What follows belongs to an exercise in optimizing a design on an open flow for small area, a short achievable clock period and few clock cycles per item; a production flow would make more cautious choices. The RTL was checked by simulation tests, not by an equivalence proof against the original design.

==> flow/design.v <==
module mandel_engine #(
  parameter int W       = 16,
  parameter int FRAC    = 12,
  parameter int ITER_W  = 16,
  parameter int COORD_W = 9
) (
  input  logic               clk,
  input  logic               rst,
  input  logic               cfg_start,
  input  logic [COORD_W-1:0] cfg_pix_w,
  input  logic [COORD_W-1:0] cfg_pix_h,
  input  logic [W-1:0]       cfg_cxs,
  input  logic [W-1:0]       cfg_cys,
  input  logic [W-1:0]       cfg_dcx,
  input  logic [W-1:0]       cfg_dcy,
  input  logic [ITER_W-1:0]  cfg_max_iter,
  input  logic               abort,
  output logic               busy,
  output logic               done,
  output logic               out_valid,
  input  logic               out_ready,
  output logic [COORD_W-1:0] out_x,
  output logic [COORD_W-1:0] out_y,
  output logic [ITER_W-1:0]  out_iter,
  output logic               out_inside
);
  typedef enum logic [2:0] {
    S_IDLE,
    S_INIT,
    S_MUL,
    S_CHK,
    S_WRITE,
    S_DONE
  } state_t;
  localparam logic [2*W:0] ESC_LIMIT = (2*W+1)'(1) << (2*FRAC + 2);
  state_t state;
  logic [COORD_W-1:0]    pix_w, pix_h, px, py;
  logic signed [W-1:0]   cxs, cys, dcx, dcy, cx, cy, x, y;
  logic [ITER_W-1:0]     max_iter, i;
  logic signed [2*W-1:0] xx, yy, xy;
  logic [2*W:0]          mag;
  logic                  escape;
  logic signed [W-1:0]   x_next, y_next;
  always_comb begin
    mag    = (2*W+1)'(xx) + (2*W+1)'(yy);
    escape = (mag >= ESC_LIMIT);
    x_next = W'((xx - yy) >>> FRAC) + cx;
    y_next = W'(xy >>> (FRAC - 1)) + cy;
  end
  always_ff @(posedge clk) begin
    if (rst) begin
      state      <= S_IDLE;
      busy       <= 1'b0;
      done       <= 1'b0;
      out_valid  <= 1'b0;
      out_x      <= '0;
      out_y      <= '0;
      out_iter   <= '0;
      out_inside <= 1'b0;
      pix_w      <= '0;
      pix_h      <= '0;
      px         <= '0;
      py         <= '0;
      cxs        <= '0;
      cys        <= '0;
      dcx        <= '0;
      dcy        <= '0;
      cx         <= '0;
      cy         <= '0;
      x          <= '0;
      y          <= '0;
      max_iter   <= '0;
      i          <= '0;
      xx         <= '0;
      yy         <= '0;
      xy         <= '0;
    end else begin
      done <= 1'b0;
      if (abort && state != S_IDLE) begin
        state     <= S_IDLE;
        busy      <= 1'b0;
        out_valid <= 1'b0;
      end else begin
        case (state)
          S_IDLE: begin
            if (cfg_start && !done) begin
              pix_w    <= cfg_pix_w;
              pix_h    <= cfg_pix_h;
              cxs      <= cfg_cxs;
              cys      <= cfg_cys;
              dcx      <= cfg_dcx;
              dcy      <= cfg_dcy;
              max_iter <= cfg_max_iter;
              px       <= '0;
              py       <= '0;
              cx       <= cfg_cxs;
              cy       <= cfg_cys;
              busy     <= 1'b1;
              state    <= (cfg_pix_w == '0 || cfg_pix_h == '0) ? S_DONE : S_INIT;
            end
          end
          S_INIT: begin
            x     <= '0;
            y     <= '0;
            i     <= '0;
            state <= S_MUL;
          end
          S_MUL: begin
            xx    <= (2*W)'(x) * (2*W)'(x);
            yy    <= (2*W)'(y) * (2*W)'(y);
            xy    <= (2*W)'(x) * (2*W)'(y);
            state <= S_CHK;
          end
          S_CHK: begin
            if (escape || i == max_iter) begin
              out_x      <= px;
              out_y      <= py;
              out_iter   <= i;
              out_inside <= !escape;
              out_valid  <= 1'b1;
              state      <= S_WRITE;
            end else begin
              x     <= x_next;
              y     <= y_next;
              i     <= i + ITER_W'(1);
              state <= S_MUL;
            end
          end
          S_WRITE: begin
            if (out_ready) begin
              out_valid <= 1'b0;
              if (px != pix_w - COORD_W'(1)) begin
                px    <= px + COORD_W'(1);
                cx    <= cx + dcx;
                state <= S_INIT;
              end else begin
                px <= '0;
                cx <= cxs;
                if (py != pix_h - COORD_W'(1)) begin
                  py    <= py + COORD_W'(1);
                  cy    <= cy + dcy;
                  state <= S_INIT;
                end else begin
                  state <= S_DONE;
                end
              end
            end
          end
          S_DONE: begin
            done  <= 1'b1;
            busy  <= 1'b0;
            state <= S_IDLE;
          end
          default: state <= S_IDLE;
        endcase
      end
    end
  end
endmodule
==> flow/run.sh <==
#!/bin/bash
# synth_recipe.tcl (not shown) runs the flow's synth.tcl, then flattens the netlist and writes it again
# the make line also repeats each setting of config.mk as NAME=value (left out here)
make -C /OpenROAD-flow-scripts/flow DESIGN_CONFIG=/design/flow/config.mk WORK_HOME=/design/flow/orfs CLKGATE_MAP_FILE= SYNTH_SCRIPT=/design/flow/synth_recipe.tcl finish
==> flow/config.mk <==
export PLATFORM = sky130hd
export DESIGN_NAME = mandel_engine
export DESIGN_NICKNAME = mandel_engine
export VERILOG_FILES = /design/flow/design.v
export SDC_FILE = /design/flow/constraint.sdc
export NUM_CORES = 4
export LEC_CHECK = 0
export CAP_MARGIN = 20
export CORE_MARGIN = 2
export CORE_UTILIZATION = 40
export SLEW_MARGIN = 20
==> flow/constraint.sdc <==
create_clock -name core_clock -period 12.0 [get_ports {clk}]
set_input_delay 2.4000 -clock core_clock [delete_from_list [all_inputs] [get_ports {clk}]]
set_output_delay 2.4000 -clock core_clock [all_outputs]
set_load 0.01 [all_outputs]
==> notes.md, run 1 <==
# TYPE chip_impl_metric gauge
chip_impl_info{name="ctsRootBufferMaster",value="sky130_fd_sc_hd__clkbuf_16"} 1
chip_impl_metric{name="drtAntennaViolNets",unit=""} 0
chip_impl_metric{name="dp_slack",unit="ps"} 4680
chip_impl_metric{name="setup.reg_to_reg.worst_slack",unit="ps"} 4550
chip_impl_metric{name="hold_viol",unit=""} 0
chip_impl_metric{name="dieArea",unit="µm²"} 111000
chip_impl_metric{name="grt_antenna_before_repair",unit=""} 5
chip_impl_metric{name="avgSynthCellArea",unit="µm²"} 8.49
chip_impl_metric{name="via_per_inst",unit=""} 5.11
chip_impl_metric{name="ys_seq_elements",unit=""} 299
chip_impl_info{name="leading_cell_type_in_the_layout_fill_and_taps_excluded",value="sky130_fd_sc_hd__inv_1"} 1
chip_impl_metric{name="drc",unit=""} 0
chip_impl_metric{name="n_fill_cell",unit=""} 10727
chip_impl_metric{name="gr_usage_total",unit="%"} 20.6
chip_impl_info{name="cts_tree",value="built"} 1
chip_impl_metric{name="insertion_delay",unit="ps"} 620
chip_impl_info{name="r2r_end",value="xx[30]"} 1
chip_impl_info{name="timing.critical_path.from_type",value="register"} 1
chip_impl_metric{name="clock_skew",unit="ps"} 43.4
chip_impl_metric{name="setup-violations-final",unit=""} 0
chip_impl_metric{name="rr_worst_depth",unit=""} 24
chip_impl_metric{name="core_region_area",unit="µm²"} 107000
chip_impl_metric{name="ys_types",unit=""} 95
chip_impl_metric{name="hold_depth",unit=""} 2
chip_impl_metric{name="cts_hold_repair.buffers",unit=""} 0
chip_impl_metric{name="max-clock-path-buffers",unit=""} 3
chip_impl_metric{name="areaGrowthSynthToFinish",unit="%"} 9.15
chip_impl_info{name="grt_setup_unrepaired",value="false"} 1
chip_impl_metric{name="drt_iter0_markers",unit=""} 1919
chip_impl_metric{name="hold-worst-slack",unit="ps"} 454
chip_impl_metric{name="critPathArrivalTime",unit="ps"} 7930
chip_impl_info{name="min_to",value="x[9]"} 1
chip_impl_metric{name="die_h",unit="µm"} 333
chip_impl_metric{name="area.sequential",unit="µm²"} 5990
chip_impl_metric{name="pin_count_of_the_biggest_net_entering_global_routing",unit=""} 85
chip_impl_metric{name="first_global_vias",unit=""} 33980
chip_impl_metric{name="cts_h_tree_depth",unit=""} 2
chip_impl_info{name="endpoint_kind",value="register"} 1
chip_impl_metric{name="route.vias.total",unit=""} 33355
chip_impl_metric{name="post_cts_resized",unit=""} 0
chip_impl_metric{name="wl_per_cell",unit="µm"} 17.0
chip_impl_info{name="min-delay-path-class",value="register to register"} 1
chip_impl_metric{name="start_util",unit="%"} 40.3
chip_impl_info{name="run_status",value="timing/DRC/antenna clean"} 1
chip_impl_metric{name="clkSinkCount",unit=""} 299
chip_impl_metric{name="synthCells",unit=""} 5082
chip_impl_metric{name="share_of_the_yosys_chip_area_belonging_to_registers",unit="%"} 13.9
chip_impl_metric{name="worst_slew_margin_relative_to_its_limit",unit="%"} 29.7
chip_impl_metric{name="min_period",unit="ps"} 7450
chip_impl_metric{name="gp_congestion",unit=""} 0.871
chip_impl_metric{name="synth-async-reset-ratio",unit="%"} 0
chip_impl_metric{name="timing.fmax",unit="MHz"} 134
chip_impl_metric{name="clk_pin_slew",unit="ps"} 70
chip_impl_metric{name="dp_hpwl",unit="mm"} 86.0
chip_impl_metric{name="mappedNetlistNets",unit=""} 6257
chip_impl_metric{name="multi_input_area",unit="µm²"} 32500
chip_impl_info{name="yosys_most_used_dff",value="sky130_fd_sc_hd__dfxtp_1"} 1
chip_impl_info{name="worstReg2RegStart",value="x[7]"} 1
chip_impl_info{name="hold_start",value="x[9]"} 1
chip_impl_metric{name="chipWidth",unit="µm"} 333
chip_impl_metric{name="worst-endpoint-required",unit="ps"} 12480
chip_impl_metric{name="global_route.overflow_total",unit=""} 0
chip_impl_metric{name="post_synth_instance_area",unit="µm²"} 43200
chip_impl_metric{name="setup_slack",unit="ps"} 4550
chip_impl_metric{name="worst_slew_pin_slew",unit="ps"} 1050
chip_impl_info{name="layout.cells.most_common_list",value="sky130_fd_sc_hd__inv_1 (967), sky130_fd_sc_hd__fa_1 (688), sky130_fd_sc_hd__nand2_1 (675)"} 1
chip_impl_metric{name="post_cts_buffers",unit=""} 0
chip_impl_metric{name="design.portCount",unit=""} 141
chip_impl_metric{name="layout.nets",unit=""} 6269
chip_impl_metric{name="synth-warning-count",unit=""} 1
chip_impl_metric{name="tns",unit="ps"} 0
chip_impl_metric{name="grt_pass1_wl",unit="mm"} 183
chip_impl_metric{name="post_route_cells_drive_above_1_share",unit="%"} 3.91
chip_impl_metric{name="drt_pass_1_iters",unit=""} 6
chip_impl_metric{name="row_count",unit=""} 120
chip_impl_info{name="timing.setup.critical_path_class",value="register to register"} 1
chip_impl_metric{name="worstPathMaxFanout",unit=""} 15
chip_impl_metric{name="numCtsBuffers",unit=""} 38
chip_impl_metric{name="maxCapViolations",unit=""} 0
chip_impl_metric{name="period_share",unit="%"} 62.1
chip_impl_metric{name="synth-edff-count",unit=""} 0
chip_impl_metric{name="utilization",unit="%"} 44.0
chip_impl_metric{name="detail_route.wirelength",unit="mm"} 111
chip_impl_metric{name="final-max-slew-violation-count",unit=""} 0
chip_impl_metric{name="place.port_buffers",unit=""} 140
## critical path, cell delays in order, from the launching register on
cell	delay, ps
sky130_fd_sc_hd__dfxtp_1	770
sky130_fd_sc_hd__buf_4	320
sky130_fd_sc_hd__inv_2	170
sky130_fd_sc_hd__fa_1	560
sky130_fd_sc_hd__inv_1	60
sky130_fd_sc_hd__fa_1	490
sky130_fd_sc_hd__inv_1	50
sky130_fd_sc_hd__fa_1	530
sky130_fd_sc_hd__inv_1	50
sky130_fd_sc_hd__fa_1	380
sky130_fd_sc_hd__fa_1	510
sky130_fd_sc_hd__inv_1	50
sky130_fd_sc_hd__fa_1	470
sky130_fd_sc_hd__inv_1	40
sky130_fd_sc_hd__ha_1	330
sky130_fd_sc_hd__a21o_1	210
sky130_fd_sc_hd__a21o_1	180
sky130_fd_sc_hd__o311ai_0	770
sky130_fd_sc_hd__a31oi_1	230
sky130_fd_sc_hd__a21oi_1	300
sky130_fd_sc_hd__o21ai_0	120
sky130_fd_sc_hd__a21oi_1	230
sky130_fd_sc_hd__a21oi_1	110
sky130_fd_sc_hd__xor2_1	150
sky130_fd_sc_hd__a22o_1	190
## registers in the layout (all words and copies together) (netlist names), 16 cells and up
name / flops
out_iter: 16
max_iter: 16
yy: 31
xx: 31
cx: 16
cy: 16
y: 16
xy: 16
cxs: 16
dcy: 16
i: 16
x: 16
dcx: 16
## kinds of logic (layout without fill, tap and decap cells)
| kind of cell | count (synthesis) | after routing | synth area share, % |
|---|---|---|---|
| compound gates | 725 | 725 | 10.3 |
| xor+xnor | 240 | 240 | 4.90 |
| fa+ha+maj | 1072 | 1072 | 43.0 |
| buf+inv | 1208 | 1245 | 10.9 |
| flops | 299 | 299 | 13.9 |
| mux | 55 | 55 | 1.28 |
| other cells | 0 | 1 | 0 |
| simple gates | 1483 | 1483 | 15.7 |
## worst max-delay path by stage
stage	start	to	slack, ps	cells past startpoint
CTS	x[7]	xx[30]	4600	24
detailed placement	y[15]	yy[31]	4680	21
global route	x[7]	xx[30]	4170	23
floorplan	y[15]	yy[31]	5620	22
global placement	x[7]	xx[30]	4770	24
finish	x[7]	xx[30]	4550	24
## layout make-up
| class | instances | area share (%) |
|---|---|---|
| inverters | 985 | 7.85 |
| clock inverters | 12 | 0.401 |
| diodes | 1 | 0.00531 |
| flip-flops and latches | 299 | 12.7 |
| clock buffers | 53 | 2.35 |
| well taps | 1403 | 3.73 |
| repair buffers | 195 | 3.90 |
| multi-input cells | 3575 | 69.1 |
## metrics by stage
step | cells | instance area, µm²
floorplan | 5082 | 43200
global placement | 6456 | 45800
detailed placement | 6456 | 45800
CTS | 6521 | 47100
global route | 6522 | 47100
finish | 6523 | 47100
## routing by layer
layer  vias up  GRT usage (%)  part of all wire (%)
li1      15908              -                     -
met1     16551           28.5                    45
met2       768           34.1                    47
met3       120           3.15                   5.8
met4         8           4.51                   2.3
met5         -              0                 0.051
## cell usage after synthesis, drive strengths merged (5+ instances only)
cell	instances	share of area (%)
buf	30	0.53
clkbuf	192	1.8
ha	384	11
o2111ai	9	0.20
a21oi	353	4.1
a41oi	5	0.10
o31ai	14	0.26
o311ai	7	0.16
nand3	54	0.64
and4	5	0.10
a21o	48	0.84
a31oi	22	0.32
inv	978	8.5
o21ai	95	1.1
mux2i	54	1.3
nor4	24	0.49
clkinv	7	0.061
o41ai	9	0.18
or3	59	0.87
xnor2	164	3.3
nand3b	5	0.087
nand2b	27	0.39
nor2	335	2.9
and2	145	2.1
dfxtp	299	14
nor3	60	0.72
nor2b	22	0.32
o21a	24	0.42
o211ai	13	0.25
a31o	15	0.30
a211oi	42	0.73
or2	14	0.20
nand2	676	5.9
nand4	12	0.17
and3	17	0.25
fa	688	32
or4	10	0.18
a21boi	9	0.16
xor2	75	1.5
o21bai	19	0.33
Testbench counts, summed over its fixed seeds: cycles 150,092, pixels 3,072.
==> run 2, diff against run 1 <==
==> flow/design.v (replaced) <==
module mandel_engine #(
  parameter int W       = 16,
  parameter int FRAC    = 12,
  parameter int ITER_W  = 16,
  parameter int COORD_W = 9
) (
  input  logic               clk,
  input  logic               rst,
  input  logic               cfg_start,
  input  logic [COORD_W-1:0] cfg_pix_w,
  input  logic [COORD_W-1:0] cfg_pix_h,
  input  logic [W-1:0]       cfg_cxs,
  input  logic [W-1:0]       cfg_cys,
  input  logic [W-1:0]       cfg_dcx,
  input  logic [W-1:0]       cfg_dcy,
  input  logic [ITER_W-1:0]  cfg_max_iter,
  input  logic               abort,
  output logic               busy,
  output logic               done,
  output logic               out_valid,
  input  logic               out_ready,
  output logic [COORD_W-1:0] out_x,
  output logic [COORD_W-1:0] out_y,
  output logic [ITER_W-1:0]  out_iter,
  output logic               out_inside
);
  logic [COORD_W-1:0]  pix_w, pix_h, px, py;
  logic signed [W-1:0] cxs, dcx, dcy, cx, cy, x, y, sx, sy;
  logic [ITER_W-1:0]   max_iter, i;
  logic                comp, cyc_en;
  logic bigx, bigy;
  logic signed [13:0] x14, y14;
  logic signed [27:0] xx, yy, xy;
  logic [28:0] mag;
  logic escape, at_lim, cyc, fin, can_out;
  logic signed [W-1:0] x_next, y_next;
  always_comb begin
    bigx = !((x[15:13] == 3'b000) || (x[15:13] == 3'b111 && x[12:0] != '0));
    bigy = !((y[15:13] == 3'b000) || (y[15:13] == 3'b111 && y[12:0] != '0));
    x14 = x[13:0];
    y14 = y[13:0];
    xx = x14 * x14;
    yy = y14 * y14;
    xy = x14 * y14;
    mag = {1'b0, xx} + {1'b0, yy};
    escape = bigx || bigy || mag[26] || mag[27];
    x_next = W'((xx - yy) >>> FRAC) + cx;
    y_next = W'(xy >>> (FRAC - 1)) + cy;
    at_lim = (i == max_iter);
    cyc = cyc_en && ({x, y} == {sx, sy});
    fin = escape || at_lim || cyc;
    can_out = !out_valid || out_ready;
  end
  always_ff @(posedge clk) begin
    if (rst) begin
      busy      <= 1'b0;
      done      <= 1'b0;
      out_valid <= 1'b0;
      comp      <= 1'b0;
    end else begin
      done <= 1'b0;
      if (busy && abort) begin
        busy      <= 1'b0;
        comp      <= 1'b0;
        out_valid <= 1'b0;
      end else if (!busy) begin
        if (cfg_start && !done) begin
          pix_w    <= cfg_pix_w;
          pix_h    <= cfg_pix_h;
          cxs      <= cfg_cxs;
          dcx      <= cfg_dcx;
          dcy      <= cfg_dcy;
          max_iter <= cfg_max_iter;
          px       <= '0;
          py       <= '0;
          cx       <= cfg_cxs;
          cy       <= cfg_cys;
          x        <= '0;
          y        <= '0;
          i        <= '0;
          cyc_en   <= 1'b0;
          busy     <= 1'b1;
          comp     <= (cfg_pix_w != '0) && (cfg_pix_h != '0);
        end
      end else begin
        if (out_valid && out_ready) out_valid <= 1'b0;
        if (comp) begin
          if (!fin) begin
            x      <= x_next;
            y      <= y_next;
            i      <= i + ITER_W'(1);
            cyc_en <= 1'b1;
            if (i[2:0] == 3'b000) begin
              sx <= x;
              sy <= y;
            end
          end else if (can_out) begin
            out_x      <= px;
            out_y      <= py;
            out_iter   <= escape ? i : max_iter;
            out_inside <= !escape;
            out_valid  <= 1'b1;
            x          <= '0;
            y          <= '0;
            i          <= '0;
            cyc_en     <= 1'b0;
            if (px != pix_w - COORD_W'(1)) begin
              px <= px + COORD_W'(1);
              cx <= cx + dcx;
            end else begin
              px <= '0;
              cx <= cxs;
              if (py != pix_h - COORD_W'(1)) begin
                py <= py + COORD_W'(1);
                cy <= cy + dcy;
              end else begin
                comp <= 1'b0;
              end
            end
          end
        end else if (can_out) begin
          busy <= 1'b0;
          done <= 1'b1;
        end
      end
    end
  end
endmodule
==> run 2 against run 1 <==
Against the previous run:
- non-clock buffer count shrank 7
- sequential cell count shrank 47
- critical endpoint is now sy[8]
- still clean
- worst setup slack lost 3300 ps
==> notes.md, run 2 <==
# TYPE chip_impl_metric gauge
chip_impl_metric{name="period_share",unit="%"} 89.9
chip_impl_metric{name="dp_hpwl",unit="mm"} 63.8
chip_impl_info{name="timing.setup.critical_path_class",value="register to register"} 1
chip_impl_metric{name="insertion_delay",unit="ps"} 560
chip_impl_metric{name="design.portCount",unit=""} 141
chip_impl_metric{name="setup-violations-final",unit=""} 0
chip_impl_metric{name="rr_worst_depth",unit=""} 33
chip_impl_metric{name="critPathArrivalTime",unit="ps"} 10980
chip_impl_metric{name="areaGrowthSynthToFinish",unit="%"} 10.7
chip_impl_metric{name="post_cts_resized",unit=""} 0
chip_impl_metric{name="drc",unit=""} 0
chip_impl_metric{name="final_design_area_no_fill",unit="µm²"} 37900
chip_impl_metric{name="clk_pin_slew",unit="ps"} 60
chip_impl_metric{name="worstPathMaxFanout",unit=""} 32
chip_impl_info{name="yosysMostFrequentCell",value="sky130_fd_sc_hd__inv_1"} 1
chip_impl_info{name="run_status",value="timing/DRC/antenna clean"} 1
chip_impl_metric{name="post_synth_instance_area",unit="µm²"} 34200
chip_impl_metric{name="global_route.overflow_total",unit=""} 0
chip_impl_metric{name="pin_count_of_the_biggest_net_entering_global_routing",unit=""} 83
chip_impl_metric{name="min_period",unit="ps"} 10790
chip_impl_metric{name="synth.area.mux_share",unit="%"} 1.00
chip_impl_metric{name="critical_path.max_stage_delay",unit="ps"} 690
chip_impl_metric{name="gp_congestion",unit=""} 0.885
chip_impl_metric{name="die_h",unit="µm"} 297
chip_impl_info{name="timing.critical_path.slowest_stage_cell",value="sky130_fd_sc_hd__edfxtp_1"} 1
chip_impl_metric{name="synth-async-reset-ratio",unit="%"} 0
chip_impl_info{name="hold_start",value="py[8]"} 1
chip_impl_metric{name="gr_usage_total",unit="%"} 19.1
chip_impl_metric{name="maxCapViolations",unit=""} 0
chip_impl_metric{name="mappedNetlistNets",unit=""} 4382
chip_impl_metric{name="numCtsBuffers",unit=""} 27
chip_impl_metric{name="setup_slack",unit="ps"} 1210
chip_impl_metric{name="synth_top_cell_area_share",unit="%"} 31.7
chip_impl_metric{name="worst_slew_margin_relative_to_its_limit",unit="%"} 34.1
chip_impl_metric{name="synth-warning-count",unit=""} 1
chip_impl_metric{name="route.vias.total",unit=""} 23133
chip_impl_info{name="min_to",value="out_y[8]"} 1
chip_impl_metric{name="synth_simple_gate_area_share",unit="%"} 11.4
chip_impl_metric{name="path_buf_inv",unit=""} 6
chip_impl_metric{name="utilization",unit="%"} 44.6
chip_impl_metric{name="synth_xor_xnor_area_share",unit="%"} 6.73
chip_impl_metric{name="ys_types",unit=""} 73
chip_impl_metric{name="worst_slew_pin_slew",unit="ps"} 988
chip_impl_metric{name="first_global_vias",unit=""} 24631
chip_impl_metric{name="start_util",unit="%"} 40.3
chip_impl_info{name="r2r_end",value="sy[8]"} 1
chip_impl_info{name="synth.cells.most_frequent",value="sky130_fd_sc_hd__inv_1 (696), sky130_fd_sc_hd__fa_1 (542), sky130_fd_sc_hd__ha_1 (310), sky130_fd_sc_hd__nand2_1 (289), sky130_fd_sc_hd__nor2_1 (253)"} 1
chip_impl_metric{name="drtAntennaViolNets",unit=""} 0
chip_impl_metric{name="timing.fmax",unit="MHz"} 92.7
chip_impl_info{name="endpoint_kind",value="register"} 1
chip_impl_metric{name="yosys.area_share.adder",unit="%"} 43.0
chip_impl_info{name="layout.cells.most_common_list",value="sky130_fd_sc_hd__inv_1 (696), sky130_fd_sc_hd__fa_1 (542), sky130_fd_sc_hd__ha_1 (310)"} 1
chip_impl_info{name="yosys.area.top_type",value="sky130_fd_sc_hd__fa_1"} 1
chip_impl_metric{name="layout.nets",unit=""} 4489
chip_impl_metric{name="hold_viol",unit=""} 0
chip_impl_metric{name="dieArea",unit="µm²"} 88000
chip_impl_metric{name="multi_input_area",unit="µm²"} 23700
chip_impl_metric{name="cts_hold_repair.buffers",unit=""} 0
chip_impl_metric{name="area.sequential",unit="µm²"} 7530
chip_impl_metric{name="share_of_the_yosys_chip_area_belonging_to_registers",unit="%"} 22.0
chip_impl_info{name="leading_cell_type_in_the_layout_fill_and_taps_excluded",value="sky130_fd_sc_hd__inv_1"} 1
chip_impl_info{name="timing.critical_path.mode_cell",value="sky130_fd_sc_hd__fa_1"} 1
chip_impl_metric{name="num_antenna_cells",unit=""} 0
chip_impl_info{name="timing.critical_path.from_type",value="register"} 1
chip_impl_metric{name="row_count",unit=""} 107
chip_impl_metric{name="tns",unit="ps"} 0
chip_impl_info{name="ctsRootBufferMaster",value="sky130_fd_sc_hd__clkbuf_16"} 1
chip_impl_metric{name="chipWidth",unit="µm"} 297
chip_impl_info{name="cts_tree",value="built"} 1
chip_impl_metric{name="cts_h_tree_depth",unit=""} 1
chip_impl_metric{name="clock_skew",unit="ps"} 24.0
chip_impl_info{name="synth_top_family_by_area",value="adder cells"} 1
chip_impl_metric{name="hold_depth",unit=""} 0
chip_impl_metric{name="setup.reg_to_reg.worst_slack",unit="ps"} 1210
chip_impl_info{name="yosys_most_used_dff",value="sky130_fd_sc_hd__edfxtp_1"} 1
chip_impl_metric{name="place.port_buffers",unit=""} 140
chip_impl_metric{name="wl_per_cell",unit="µm"} 16.9
chip_impl_metric{name="drt_pass_1_iters",unit=""} 5
chip_impl_info{name="grt_setup_unrepaired",value="false"} 1
chip_impl_metric{name="core_region_area",unit="µm²"} 85000
chip_impl_metric{name="grt_antenna_before_repair",unit=""} 1
chip_impl_metric{name="worst-endpoint-required",unit="ps"} 12190
chip_impl_metric{name="synthCells",unit=""} 3427
chip_impl_metric{name="n_fill_cell",unit=""} 8069
chip_impl_metric{name="post_route_cells_drive_above_1_share",unit="%"} 4.08
chip_impl_metric{name="synth-edff-count",unit=""} 248
chip_impl_info{name="worstReg2RegStart",value="y[0]"} 1
chip_impl_metric{name="avgSynthCellArea",unit="µm²"} 9.99
chip_impl_info{name="timing.critical_path.max_delay_family",value="adder cells"} 1
chip_impl_metric{name="post_cts_buffers",unit=""} 0
chip_impl_info{name="min-delay-path-class",value="register to register"} 1
chip_impl_metric{name="detail_route.wirelength",unit="mm"} 79.5
chip_impl_metric{name="placed_cell_area",unit="µm²"} 37000
chip_impl_metric{name="grt_pass1_wl",unit="mm"} 132
chip_impl_metric{name="ys_seq_elements",unit=""} 252
chip_impl_metric{name="clkSinkCount",unit=""} 252
chip_impl_metric{name="via_per_inst",unit=""} 4.92
chip_impl_metric{name="drt_iter0_markers",unit=""} 1281
chip_impl_metric{name="max-clock-path-buffers",unit=""} 3
chip_impl_metric{name="final-max-slew-violation-count",unit=""} 0
chip_impl_info{name="synth_area_leaders",value="sky130_fd_sc_hd__fa_1 (32%), sky130_fd_sc_hd__edfxtp_1 (22%), sky130_fd_sc_hd__ha_1 (11%)"} 1
chip_impl_metric{name="dp_slack",unit="ps"} 1270
chip_impl_metric{name="compound_gate_fraction_of_synth_area",unit="%"} 6.80
-- run 2: cell count changes after synthesis, sizes merged, moves of 146 or more --
cell / previous run / this run
edfxtp: 0 / 248
a21oi: 353 / 130
fa: 688 / 542
inv: 978 / 700
dfxtp: 299 / 4
nand2: 676 / 289
-- run 2: worst max-delay path by stage --
stage / depth (start not counted) / to / startpoint
6_report: 33 / sy[8] / y[0]
5_1_grt: 33 / sy[8] / y[0]
4_1_cts: 33 / sy[8] / y[0]
3_5_place_dp: 33 / sy[0] / y[0]
3_3_place_gp: 33 / sy[0] / y[0]
2_1_floorplan: 34 / cyc_en / y[4]
-- run 2: per-stage QoR --
stage,hold slack (ps),std cells
after floorplan,424,3427
after global placement,523,4649
after detailed placement,520,4649
after CTS,543,4698
after global routing,565,4698
final,537,4698
-- run 2: final cells by class --
class | count | share of cell area (%)
clock inverters | 8 | 0.271
well taps | 1144 | 3.78
repair buffers | 188 | 4.66
clock buffers | 41 | 2.03
multi-input cells | 2358 | 62.4
flip-flops and latches | 252 | 19.9
inverters | 707 | 7.00
-- run 2: kinds of logic after synthesis --
logic type      count (synthesis)
other cells                     2
compound gates                364
simple gates                  849
mux                            31
fa+ha+maj                     852
flops                         252
xor+xnor                      260
buf+inv                       817
-- run 2: metal layers --
metal	up-vias	routed length, µm	GRT usage [%]
met5	-	11	0
met3	89	4350	2.42
met1	11516	34800	26.1
met4	2	2110	4.72
li1	11004	-	-
met2	522	38200	32.2
Testbench counts of run 2, summed over its fixed seeds: cycles 49,446, pixels 3,072.

==> separate check: timing with driven ports <==
In the flow no input, the clock included, has a driving cell. The finished layouts below were timed again as built, in two steps.
Step 1 sets driving cells, clkbuf_16 on the clock port and buf_2 on the other inputs (assumed; they add their load-dependent delay and slew).
Step 2 times the ports against the registers' clock, not the clock port: input delays grow and output delays shrink by t, the midpoint of the rising clock arrivals with the driver on.
a / b / c = ideal / step 1 / step 2; a / b = the first two.
run | t, ns | setup WS [ns] | worst register clock-pin slew, ns
run 1 | 0.661 | 4.549 / 4.549 / 4.549 | 0.07 / 0.07
run 2 | 0.598 | 1.208 / 1.208 / 1.208 | 0.07 / 0.07
After both steps setup and hold are still met in every run listed.
